This is an optimization exercise on Yosys and OpenROAD, whose aim is small area, not a production implementation.
Function was checked by simulation only, so behaviour that the tests miss may differ from the original.
No activity file was given, so power comes from the tool's default toggle rates.

## old
==> flow/design.v <==
`default_nettype none
package bsr_format_pkg;
    typedef enum logic [1:0] {
        META_ROW_PTR = 2'd0,   
        META_COL_IDX = 2'd1    
    } meta_kind_e;
    parameter int META_ADDR_W = 8;    
    parameter int BLK_IDX_W   = 16;   
    parameter int BLK_POS_W   = 16;   
    typedef struct packed {
        meta_kind_e             kind;   
        logic [META_ADDR_W-1:0] addr;   
    } meta_req_t;
endpackage
`default_nettype wire
`default_nettype none
package bsr_sched_pkg;
    typedef enum logic [3:0] {
        IDLE        = 4'd0,    
        ROW_PTR_LO  = 4'd1,    
        ROW_PTR_HI  = 4'd2,    
        CHECK_EMPTY = 4'd3,    
        COL_IDX     = 4'd4,    
        LOAD        = 4'd5,    
        OFFER       = 4'd6,    
        WAIT_DONE   = 4'd7,    
        NEXT_BLOCK  = 4'd8,    
        NEXT_ROW    = 4'd9,    
        FINISH      = 4'd10    
    } sched_state_e;
    typedef struct packed {
        logic [15:0] row;   
        logic [15:0] col;   
    } block_pos_t;
endpackage
`default_nettype wire
`default_nettype none
module bsr_scheduler
#(
    parameter int BLOCK_DIM = 8   
) (
    input  wire logic        clk_gated,
    input  wire logic        rst_n,
    input  wire logic        start,
    input  wire logic [15:0] cfg_num_block_rows,
    output logic             meta_rd_en,
    output logic [9:0]       meta_req,
    input  wire logic [31:0] meta_rd_data,
    input  wire logic        meta_rd_valid,
    output logic             block_rd_en,
    output logic [31:0]      block_rd_addr,
    input  wire logic [7:0]  block_rd_data,
    output logic             systolic_valid,
    output logic [8*BLOCK_DIM*BLOCK_DIM-1:0] systolic_block,
    output logic [31:0]      systolic_pos,
    input  wire logic        systolic_ready,
    input  wire logic        systolic_done,
    output logic             busy,
    output logic             done,
    output logic [31:0]      blocks_processed
);
    localparam int NB = 8 * BLOCK_DIM * BLOCK_DIM;
    localparam logic [2:0] S_IDLE = 3'b000,   
                           S_DONE = 3'b001,   
                           S_B    = 3'b100,   
                           S_W    = 3'b101,   
                           S_P0   = 3'b010,   
                           S_P1   = 3'b011,   
                           S_C    = 3'b110,   
                           S_F    = 3'b111;   
    logic [2:0]    st;
    logic          pend;      
    logic          offer;     
    logic [5:0]    k;         
    logic [7:0]    j;         
    logic [7:0]    row;       
    logic [7:0]    nrows;     
    logic [15:0]   col;       
    logic [NB-9:0] sr;        
    logic       rd_st;
    logic       ack;
    logic [7:0] row_p1;
    logic [7:0] d;
    logic       k_wrap;
    logic       same;
    logic [7:0] diff;      
    logic       last;
    assign rd_st   = st[1];
    assign ack     = pend & meta_rd_valid;
    assign row_p1  = row + 8'd1;
    assign d       = meta_rd_data[7:0];
    assign k_wrap  = (k == 6'd63);   
    assign diff    = j - (d | {8{st == S_W}});
    assign same    = (diff == 8'd0);
    assign last    = (row_p1 == nrows);
    assign busy           = st[2] | st[1];
    assign done           = (st == S_DONE);
    assign meta_rd_en     = rd_st & ~pend;
    assign meta_req[9]    = 1'b0;
    assign meta_req[8]    = (st == S_C);
    assign meta_req[7:0]  = (st == S_C) ? j : row_p1;
    assign block_rd_en    = busy;
    assign block_rd_addr  = {18'd0, j, k | {6{offer}}};
    assign systolic_valid = offer;
    assign systolic_pos   = {8'd0, row, col};
    assign systolic_block = {block_rd_data, sr};
    assign blocks_processed = {24'd0, j};
    always_ff @(posedge clk_gated or negedge rst_n) begin
        if (!rst_n) begin
            st   <= S_IDLE;
            pend  <= 1'b0;
            offer <= 1'b0;
            k     <= 6'd0;
        end else begin
            k <= k + 6'd1;
            if (rd_st) begin
                if (!pend) begin
                    pend <= 1'b1;
                end else if (meta_rd_valid) begin
                    pend <= 1'b0;
                    case (st)
                        S_P0: st <= S_P1;
                        S_P1: begin
                            if (!same)     st <= S_C;
                            else if (last) st <= S_F;
                        end
                        S_C:  st <= S_B;
                        default: st <= S_DONE;   
                    endcase
                end
            end else begin
                case (st)
                    S_B: begin
                        if (offer) begin
                            if (systolic_ready) begin
                                offer <= 1'b0;
                                pend  <= 1'b0;
                                st    <= S_W;
                            end
                        end else if (k_wrap) begin
                            if (!pend) pend <= 1'b1;
                            else offer <= 1'b1;
                        end
                    end
                    S_W: if (systolic_done) st <= S_P1;
                    default: if (start) st <= S_P0;   
                endcase
            end
        end
    end
    always_ff @(posedge clk_gated) begin
        if (!offer) sr <= {block_rd_data, sr[NB-9:8]};
        if (!busy && start) begin
            nrows <= cfg_num_block_rows[7:0];
            row   <= 8'hFF;
        end
        if (ack) begin
            if (st == S_P0 || (st == S_P1 && same)) row <= last ? 8'hFF : row_p1;
            if (st == S_P0) j <= d;
            if (st == S_C) col <= meta_rd_data[15:0];
            if (st == S_F) j <= diff;
        end
        if (st == S_W && systolic_done) j <= diff;
    end
endmodule
`default_nettype wire
clock: 4.0 ns
lec_check: 0
cap_margin: 20
core_area: 3 3 231 231
die_area: 0 0 234 234
place_density: 0.6
slew_margin: 20
standard.sh (not shown) runs the stock make flow with config.mk's settings and CLKGATE_MAP_FILE= SYNTH_SCRIPT=/design/flow/synth_recipe.tcl, a recipe that flattens the netlist after the stock synthesis.
==> flow/flow/run.sh <==
#!/bin/bash
# Standard ORFS layout, with small port buffers (buf_1) instead of the
# default pick, and the clock tree settings below.
set -euo pipefail
cp config.mk my_config.mk
cat >> my_config.mk <<'MK'
export BUFFER_PORTS_ARGS = -buffer_cell sky130_fd_sc_hd__buf_1
MK
if [[ -f flow/extra.mk ]]; then cat flow/extra.mk >> my_config.mk; fi
sed "s#DESIGN_CONFIG=[^ ]*#DESIGN_CONFIG=$PWD/my_config.mk#" standard.sh > my_standard.sh
bash my_standard.sh > standard_flow.log 2>&1
==> flow/flow/extra.mk <==
export CTS_ARGS = -sink_clustering_enable -repair_clock_nets -dont_use_dummy_load -buf_list sky130_fd_sc_hd__clkbuf_8 -sink_clustering_size 20 -sink_clustering_max_diameter 60
old finished end to end and its layout was clean on timing, DRC and antenna.
Input changes introduced in new (baseline for comparison: old):
diff --git a/flow/design.v b/flow/design.v
--- a/flow/design.v
+++ b/flow/design.v
@@ -71,5 +71,4 @@
     logic [2:0]    st;
     logic          pend;      
-    logic          offer;     
     logic [5:0]    k;         
     logic [7:0]    j;         
@@ -90,5 +89,5 @@
     assign row_p1  = row + 8'd1;
     assign d       = meta_rd_data[7:0];
-    assign k_wrap  = (k == 6'd63);   
+    assign k_wrap  = (k == 6'd0);   
     assign diff    = j - (d | {8{st == S_W}});
     assign same    = (diff == 8'd0);
@@ -101,6 +100,6 @@
     assign meta_req[7:0]  = (st == S_C) ? j : row_p1;
     assign block_rd_en    = busy;
-    assign block_rd_addr  = {18'd0, j, k | {6{offer}}};
-    assign systolic_valid = offer;
+    assign block_rd_addr  = {18'd0, j, k};
+    assign systolic_valid = (st == S_B) & pend & k_wrap & systolic_ready;
     assign systolic_pos   = {8'd0, row, col};
     assign systolic_block = {block_rd_data, sr};
@@ -109,7 +108,6 @@
         if (!rst_n) begin
             st   <= S_IDLE;
-            pend  <= 1'b0;
-            offer <= 1'b0;
-            k     <= 6'd0;
+            pend <= 1'b0;
+            k    <= 6'd0;
         end else begin
             k <= k + 6'd1;
@@ -132,13 +130,10 @@
                 case (st)
                     S_B: begin
-                        if (offer) begin
-                            if (systolic_ready) begin
-                                offer <= 1'b0;
-                                pend  <= 1'b0;
-                                st    <= S_W;
+                        if (k_wrap) begin
+                            if (!pend) pend <= 1'b1;
+                            else if (systolic_ready) begin
+                                pend <= 1'b0;
+                                st   <= S_W;
                             end
-                        end else if (k_wrap) begin
-                            if (!pend) pend <= 1'b1;
-                            else offer <= 1'b1;
                         end
                     end
@@ -150,5 +145,5 @@
     end
     always_ff @(posedge clk_gated) begin
-        if (!offer) sr <= {block_rd_data, sr[NB-9:8]};
+        sr <= {block_rd_data, sr[NB-9:8]};
         if (!busy && start) begin
             nrows <= cfg_num_block_rows[7:0];
Findings:
Area overhead of the layout relative to synthesis ends up lower on old.
Post-synthesis adder-cell area fraction was higher in the run labelled new.
Between old and new, global-route wire length before repair is lower for new, old comes in above that.
Between old and new, fraction of area in registers is lower for new, old comes in above that.
new: hold slack is 0.012 ns lower than what old reported.
new: wire length after detailed routing 21% below old

---

RTL: the design.v shown in full above, as it stands there.
==> flow/config.mk <==
export PLATFORM = sky130hd
export DESIGN_NAME = bsr_scheduler
export DESIGN_NICKNAME = bsr_scheduler
export VERILOG_FILES = /design/flow/design.v
export SDC_FILE = /design/flow/constraint.sdc
export NUM_CORES = 4
export LEC_CHECK = 0
export CAP_MARGIN = 20
export CORE_AREA = 3 3 231 231
export DIE_AREA = 0 0 234 234
export PLACE_DENSITY = 0.6
export SLEW_MARGIN = 20
==> flow/constraint.sdc <==
create_clock -name core_clock -period 4.0 [get_ports {clk_gated}]
set_input_delay 0.8000 -clock core_clock [delete_from_list [all_inputs] [get_ports {clk_gated}]]
set_output_delay 0.8000 -clock core_clock [all_outputs]
set_load 0.01 [all_outputs]
==> flow/flow/extra.mk <==
export CTS_ARGS = -sink_clustering_enable -repair_clock_nets -dont_use_dummy_load -buf_list sky130_fd_sc_hd__clkbuf_8 -sink_clustering_size 20 -sink_clustering_max_diameter 60
export SKIP_REPAIR_TIE_FANOUT = 1
Scripts as last shown in full above: flow/flow/run.sh
Rerun with:
--- a/flow/design.v
+++ b/flow/design.v
@@ -60,6 +60,7 @@
     output logic [31:0]      blocks_processed
 );
     localparam int NB = 8 * BLOCK_DIM * BLOCK_DIM;
+    localparam logic [383:0] SLOT = 384'h830e3cfbf7ef5eb56ad5a366cd9b36eddbb76ed58b952264cb970e1e3468d3af5e3e74e950a162c583060e1408102040;
     localparam logic [2:0] S_IDLE = 3'b000,   
                            S_DONE = 3'b001,   
                            S_B    = 3'b100,   
@@ -70,7 +71,6 @@
                            S_F    = 3'b111;   
     logic [2:0]    st;
     logic          pend;      
-    logic          offer;     
     logic [5:0]    k;         
     logic [7:0]    j;         
     logic [7:0]    row;       
@@ -89,7 +89,7 @@
     assign ack     = pend & meta_rd_valid;
     assign row_p1  = row + 8'd1;
     assign d       = meta_rd_data[7:0];
-    assign k_wrap  = (k == 6'd63);   
+    assign k_wrap  = (k == 6'd0);   
     assign diff    = j - (d | {8{st == S_W}});
     assign same    = (diff == 8'd0);
     assign last    = (row_p1 == nrows);
@@ -100,19 +100,21 @@
     assign meta_req[8]    = (st == S_C);
     assign meta_req[7:0]  = (st == S_C) ? j : row_p1;
     assign block_rd_en    = busy;
-    assign block_rd_addr  = {18'd0, j, k | {6{offer}}};
-    assign systolic_valid = offer;
+    assign block_rd_addr  = {18'd0, j, k};
+    assign systolic_valid = (st == S_B) & pend & k_wrap & systolic_ready;
     assign systolic_pos   = {8'd0, row, col};
-    assign systolic_block = {block_rd_data, sr};
+    for (genvar gi = 0; gi < 63; gi++) begin : g_slot
+        assign systolic_block[8*SLOT[6*gi +: 6] +: 8] = sr[8*gi +: 8];
+    end
+    assign systolic_block[8*SLOT[6*63 +: 6] +: 8] = block_rd_data;
     assign blocks_processed = {24'd0, j};
     always_ff @(posedge clk_gated or negedge rst_n) begin
         if (!rst_n) begin
             st   <= S_IDLE;
-            pend  <= 1'b0;
-            offer <= 1'b0;
-            k     <= 6'd0;
+            pend <= 1'b0;
+            k    <= 6'd0;
         end else begin
-            k <= k + 6'd1;
+            k <= {k[4:0], k[5] ^ (k[4] | ~|k[3:0])};
             if (rd_st) begin
                 if (!pend) begin
                     pend <= 1'b1;
@@ -131,15 +133,12 @@
             end else begin
                 case (st)
                     S_B: begin
-                        if (offer) begin
-                            if (systolic_ready) begin
-                                offer <= 1'b0;
-                                pend  <= 1'b0;
-                                st    <= S_W;
+                        if (k_wrap) begin
+                            if (!pend) pend <= 1'b1;
+                            else if (systolic_ready) begin
+                                pend <= 1'b0;
+                                st   <= S_W;
                             end
-                        end else if (k_wrap) begin
-                            if (!pend) pend <= 1'b1;
-                            else offer <= 1'b1;
                         end
                     end
                     S_W: if (systolic_done) st <= S_P1;
@@ -149,8 +148,8 @@
         end
     end
     always_ff @(posedge clk_gated) begin
-        if (!offer) sr <= {block_rd_data, sr[NB-9:8]};
-        if (!busy && start) begin
+        sr <= {block_rd_data, sr[NB-9:8]};
+        if (!busy) begin   
             nrows <= cfg_num_block_rows[7:0];
             row   <= 8'hFF;
         end
Result: Wire length shrinks by roughly a tenth; power fell by a little under a tenth; cell area decreases by a quarter to a third; worst setup slack gains 120 ps; die area is unchanged; clock skew drops by 21 ps; via count falls by about a fifth; core utilization came out lower by 11 points; area after synthesis shrinks by a quarter to a third; count of clock-buffer cells in the layout is lower by 3; non-clock buffer count went down by 5; global-route usage shrinks by 1.8 points; cell count came out lower by a few percent; synthesized cell count came out lower by a few percent.

---

bsr_scheduler with an RTL version that a note above also has.
For scale: roughly 840 cells after synthesis, ~550 flip-flops, about 13000 sq um of cells after synthesis.
==> module bsr_scheduler, before the edit <==
module bsr_scheduler
#(
    parameter int BLOCK_DIM = 8   
) (
    input  wire logic        clk_gated,
    input  wire logic        rst_n,
    input  wire logic        start,
    input  wire logic [15:0] cfg_num_block_rows,
    output logic             meta_rd_en,
    output logic [9:0]       meta_req,
    input  wire logic [31:0] meta_rd_data,
    input  wire logic        meta_rd_valid,
    output logic             block_rd_en,
    output logic [31:0]      block_rd_addr,
    input  wire logic [7:0]  block_rd_data,
    output logic             systolic_valid,
    output logic [8*BLOCK_DIM*BLOCK_DIM-1:0] systolic_block,
    output logic [31:0]      systolic_pos,
    input  wire logic        systolic_ready,
    input  wire logic        systolic_done,
    output logic             busy,
    output logic             done,
    output logic [31:0]      blocks_processed
);
    localparam int NB = 8 * BLOCK_DIM * BLOCK_DIM;
    localparam logic [2:0] S_IDLE = 3'b000,   
                           S_DONE = 3'b001,   
                           S_B    = 3'b100,   
                           S_W    = 3'b101,   
                           S_P0   = 3'b010,   
                           S_P1   = 3'b011,   
                           S_C    = 3'b110,   
                           S_F    = 3'b111;   
    logic [2:0]    st;
    logic          pend;      
    logic [5:0]    k;         
    logic [7:0]    j;         
    logic [7:0]    row;       
    logic [7:0]    nrows;     
    logic [15:0]   col;       
    logic [NB-9:0] sr;        
    logic       rd_st;
    logic       ack;
    logic [7:0] row_p1;
    logic [7:0] d;
    logic       k_wrap;
    logic       same;
    logic [7:0] diff;      
    logic       last;
    assign rd_st   = st[1];
    assign ack     = pend & meta_rd_valid;
    assign row_p1  = row + 8'd1;
    assign d       = meta_rd_data[7:0];
    assign k_wrap  = (k == 6'd0);   
    assign diff    = j - (d | {8{st == S_W}});
    assign same    = (diff == 8'd0);
    assign last    = (row_p1 == nrows);
    assign busy           = st[2] | st[1];
    assign done           = (st == S_DONE);
    assign meta_rd_en     = rd_st & ~pend;
    assign meta_req[9]    = 1'b0;
    assign meta_req[8]    = (st == S_C);
    assign meta_req[7:0]  = (st == S_C) ? j : row_p1;
    assign block_rd_en    = busy;
    assign block_rd_addr  = {18'd0, j, k};
    assign systolic_valid = (st == S_B) & pend & k_wrap & systolic_ready;
    assign systolic_pos   = {8'd0, row, col};
    assign systolic_block = {block_rd_data, sr};
    assign blocks_processed = {24'd0, j};
    always_ff @(posedge clk_gated or negedge rst_n) begin
        if (!rst_n) begin
            st   <= S_IDLE;
            pend <= 1'b0;
            k    <= 6'd0;
        end else begin
            k <= k + 6'd1;
            if (rd_st) begin
                if (!pend) begin
                    pend <= 1'b1;
                end else if (meta_rd_valid) begin
                    pend <= 1'b0;
                    case (st)
                        S_P0: st <= S_P1;
                        S_P1: begin
                            if (!same)     st <= S_C;
                            else if (last) st <= S_F;
                        end
                        S_C:  st <= S_B;
                        default: st <= S_DONE;   
                    endcase
                end
            end else begin
                case (st)
                    S_B: begin
                        if (k_wrap) begin
                            if (!pend) pend <= 1'b1;
                            else if (systolic_ready) begin
                                pend <= 1'b0;
                                st   <= S_W;
                            end
                        end
                    end
                    S_W: if (systolic_done) st <= S_P1;
                    default: if (start) st <= S_P0;   
                endcase
            end
        end
    end
    always_ff @(posedge clk_gated) begin
        sr <= {block_rd_data, sr[NB-9:8]};
        if (!busy && start) begin
            nrows <= cfg_num_block_rows[7:0];
            row   <= 8'hFF;
        end
        if (ack) begin
            if (st == S_P0 || (st == S_P1 && same)) row <= last ? 8'hFF : row_p1;
            if (st == S_P0) j <= d;
            if (st == S_C) col <= meta_rd_data[15:0];
            if (st == S_F) j <= diff;
        end
        if (st == S_W && systolic_done) j <= diff;
    end
endmodule
export LEC_CHECK = 0
export CAP_MARGIN = 20
export CORE_AREA = 3 3 231 231
export DIE_AREA = 0 0 234 234
export PLACE_DENSITY = 0.6
export SLEW_MARGIN = 20
create_clock -name core_clock -period 4.0 [get_ports {clk_gated}]
Scripts as last shown in full above: flow/flow/run.sh, flow/flow/extra.mk
==> next run, changes <==
--- a/flow/design.v
+++ b/flow/design.v
@@ -60,6 +60,7 @@
     output logic [31:0]      blocks_processed
 );
     localparam int NB = 8 * BLOCK_DIM * BLOCK_DIM;
+    localparam logic [383:0] SLOT = 384'h830e3cfbf7ef5eb56ad5a366cd9b36eddbb76ed58b952264cb970e1e3468d3af5e3e74e950a162c583060e1408102040;
     localparam logic [2:0] S_IDLE = 3'b000,   
                            S_DONE = 3'b001,   
                            S_B    = 3'b100,   
@@ -102,7 +103,10 @@
     assign block_rd_addr  = {18'd0, j, k};
     assign systolic_valid = (st == S_B) & pend & k_wrap & systolic_ready;
     assign systolic_pos   = {8'd0, row, col};
-    assign systolic_block = {block_rd_data, sr};
+    for (genvar gi = 0; gi < 63; gi++) begin : g_slot
+        assign systolic_block[8*SLOT[6*gi +: 6] +: 8] = sr[8*gi +: 8];
+    end
+    assign systolic_block[8*SLOT[6*63 +: 6] +: 8] = block_rd_data;
     assign blocks_processed = {24'd0, j};
     always_ff @(posedge clk_gated or negedge rst_n) begin
         if (!rst_n) begin
@@ -110,7 +114,7 @@
             pend <= 1'b0;
             k    <= 6'd0;
         end else begin
-            k <= k + 6'd1;
+            k <= {k[4:0], k[5] ^ (k[4] | ~|k[3:0])};
             if (rd_st) begin
                 if (!pend) begin
                     pend <= 1'b1;
Outcome: Sequential share of layout area is higher by 0.60 points; design area fell by about 0.9%; die area stays the same; worst setup slack improved by 100 ps; clock power came out higher by about 3%; routed wire length rises by about 12%; flip-flop and latch count does not change; global-route usage came out higher by 1.6 points; via count falls by 1.4%; total power falls by about 0.75%; worst hold slack gets worse by 42 ps; core utilization decreases by 0.28 points; fmax climbs by 3.1%.

==> separate check: timing with driven ports <==
How much do the figures lean on ideal ports? The routed layouts below were timed once more, with nothing changed but the port constraints.
Step 1 sets driving cells, clkbuf_16 on the clock port and buf_2 on the other inputs (assumed; they add their load-dependent delay and slew).
Step 2 moves the port delays by t, midway between the first and last clock arrival at a register: inputs arrive t later, outputs are due t later. That takes back most of the time a late clock gives input paths.
Three values: ideal, step 1, step 2; two values: the first two.
| run | t (ns) | slack for setup (ns) | worst setup path after step 2 |
|---|---|---|---|
| old | 0.625 | 0.324 / 0.324 / 0.117 | input to register |
| new | 0.611 | 0.638 / 0.638 / 0.483 | input to register |
| the first run of note 2 | 0.612 | 0.307 / 0.307 / 0.109 | input to register |
| the second run of note 2 | 0.637 | 0.426 / 0.426 / 0.233 | input to register |
| the first run of note 3 | 0.602 | 0.514 / 0.514 / 0.327 | input to register |
| the second run of note 3 | 0.611 | 0.618 / 0.611 / 0.273 | input to register |
After both steps setup and hold are still met in every run listed. For the second run of note 3, which loses most, drivers alone change the setup slack by -0.007 ns; drivers and shift together by -0.345 ns.
